Context: an optimization exercise on an open-source flow, tuned for a short achievable clock period and few clock cycles per item. The choices shown serve that exercise and are no tape-out recipe. In this exercise RTL edits were held to simulation tests only and were not proved equivalent to the original. Power and IR drop assume default switching activity.

==> flow/design.v (excerpt) <==
module mips_core #(
    parameter mips_pkg::word_t RESET_PC = '0
) (
    input  logic                clock,
    input  logic                rst_n,
    output mips_pkg::word_t     imem_addr,
    input  mips_pkg::word_t     imem_data,
    output mips_pkg::word_t     dmem_addr,
    output mips_pkg::word_t     dmem_write_data,
    output logic                dmem_read,
    output logic                dmem_write,
    input  mips_pkg::word_t     dmem_read_data,
    output logic                wb_write,
    output mips_pkg::reg_addr_t wb_reg,
    output mips_pkg::word_t     wb_data
);
make LEC_CHECK=0 ABC_CLOCK_PERIOD_IN_PS=2500 CAP_MARGIN=20 CORE_MARGIN=2 CORE_UTILIZATION=40 SETUP_SLACK_MARGIN=4.0 SLEW_MARGIN=20 TNS_END_PERCENT=100 finish   # period 7.0 ns
run.sh (not shown) runs the stock make flow with config.mk's settings and CLKGATE_MAP_FILE= SYNTH_SCRIPT=/design/flow/synth_recipe.tcl, a recipe that flattens the netlist after the stock synthesis.
Testbench counts at the start, summed over its fixed seeds: cycles 44,136, instrs 43,169.
Edit:
--- a/flow/design.v
+++ b/flow/design.v
@@ -137,18 +137,16 @@
     output logic                wb_write,
     output mips_pkg::reg_addr_t wb_reg,
     output mips_pkg::word_t     wb_data
 );
     logic rst_q;
     always_ff @(posedge clock) rst_q <= rst_n;
     logic stall;                                     
     logic redirect;                                  
-    logic wrong;                                     
-    mips_pkg::word_t r_alt;
     logic                d_wr, d_lw, d_sw, d_br, d_bne, d_same, d_pred, d_use_imm;
     logic                d_rs_zero, d_rt_zero;       
     logic                d_add, d_sub, d_and, d_or, d_slt, d_inv;
     mips_pkg::reg_addr_t d_dest;
     mips_pkg::word_t     d_imm, d_rs_snap, d_rt_snap;
     logic [7:0]          d_pcw;                      
     logic [8:0]          d_tlo;                      
     logic [13:0]         d_hi, d_hi_inc, d_hi_dec;   
@@ -174,17 +172,17 @@
     mips_pkg::reg_addr_t wb_reg_n;
     logic                wb_write_n, dmem_read_n;
     assign imem_addr = pc;
     assign pc4       = mips_pkg::add32(pc, 32'd4, 1'b0);
     logic d_cross, d_jump;                           
     assign d_jump = d_taken && !d_cross;
     always_ff @(posedge clock) begin
         if (!rst_q)         pc <= RESET_PC;
-        else if (redirect)  pc <= r_alt;
+        else if (redirect)  pc <= e_alt;
         else if (!stall)    pc <= {pc4[31:12], d_jump ? d_target[11:0] : pc4[11:0]};
     end
     logic [5:0]          f_op, f_fn;
     mips_pkg::reg_addr_t f_rs, f_rt, f_rd, f_dest;
     logic                f_rtype_ok, f_imm_alu, f_lw, f_sw, f_br;
     logic                f_use_rs, f_use_rt, f_wr, f_use_imm, f_sext;
     logic                f_add, f_sub, f_and, f_or, f_slt, f_inv;
     assign f_op = imem_data[31:26];
@@ -353,17 +351,17 @@
             d_rs_snap <= f_rs_val;
             d_rt_snap <= f_rt_val;
         end else begin
             d_rs_snap <= rv_rs;
             d_rt_snap <= rv_rt;
         end
     end
     always_ff @(posedge clock) begin
-        if (!rst_q || stall || redirect) begin       
+        if (!rst_q || stall) begin
             e_wr  <= 1'b0;
             e_lw  <= 1'b0;
             e_sw  <= 1'b0;
             e_chk <= 1'b0;
             e_fix <= 1'b0;
         end else begin
             e_wr  <= d_wr;
             e_lw  <= d_lw;
@@ -394,22 +392,17 @@
     assign logic_res = ({32{e_and}} & (e_a & e_b)) | ({32{e_or}} & (e_a | e_b))
                      | {31'd0, e_slt & lt};
     assign res       = ({32{e_add || e_sub}} & sum) | logic_res;
     function automatic mips_pkg::word_t fwd_pick(input logic fwd, input mips_pkg::word_t v);
         fwd_pick = ({32{fwd && (e_add || e_sub)}} & sum)
                  | ({32{fwd && !e_add && !e_sub}} & logic_res) | ({32{!fwd}} & v);
     endfunction
     assign e_alt    = e_pred ? e_pc4 : e_tgt;        
-    assign wrong    = e_fix || (e_chk && (((e_a == e_st) != e_bne) != e_pred));
-    always_ff @(posedge clock) begin
-        if (!rst_q) redirect <= 1'b0;
-        else        redirect <= wrong;
-        r_alt <= e_alt;
-    end
+    assign redirect = e_fix || (e_chk && (((e_a == e_st) != e_bne) != e_pred));
     always_ff @(posedge clock) begin
         if (!rst_n) begin
             m_wr <= 1'b0;
             m_lw <= 1'b0;
             dmem_read_n <= 1'b1;
             m_sw <= 1'b0;
         end else begin
             m_wr <= e_wr;
Critical path depth stays the same.
Total power decreases by 2.0%.
Die area decreases by 0.84%.
Routed wire length decreases by 6.2%.
Synthesized area decreases by about 0.8%.
Testbench counts after the change, summed over its fixed seeds: cycles 44,083, instrs 43,169.

==> static timing again, ports no longer ideal <==
The results above use ideal ports. As a check the final layouts listed here were re-extracted and re-timed, cells and wires unchanged.
Step 1 assumes that a clkbuf_16 drives the clock port and a buf_2 every other input.
Step 2 times the ports against the registers' clock, not the clock port: input delays grow and output delays shrink by t, the midpoint of the rising clock arrivals with the driver on.
a / b / c = ideal ports / drivers / drivers and shift; a / b = the first two.
run	shift t [ns]	setup slack, ns	latest minus earliest clock arrival (ns)
the first run	0.917	3.496 / 3.496 / 2.899	0.062 / 0.062
the second run	0.907	3.540 / 3.540 / 2.955	0.059 / 0.059
After both steps setup and hold are still met in every run listed. The setup slack of the first run, which loses most, moves by 0.000 ns with the drivers and by -0.597 ns with both steps.
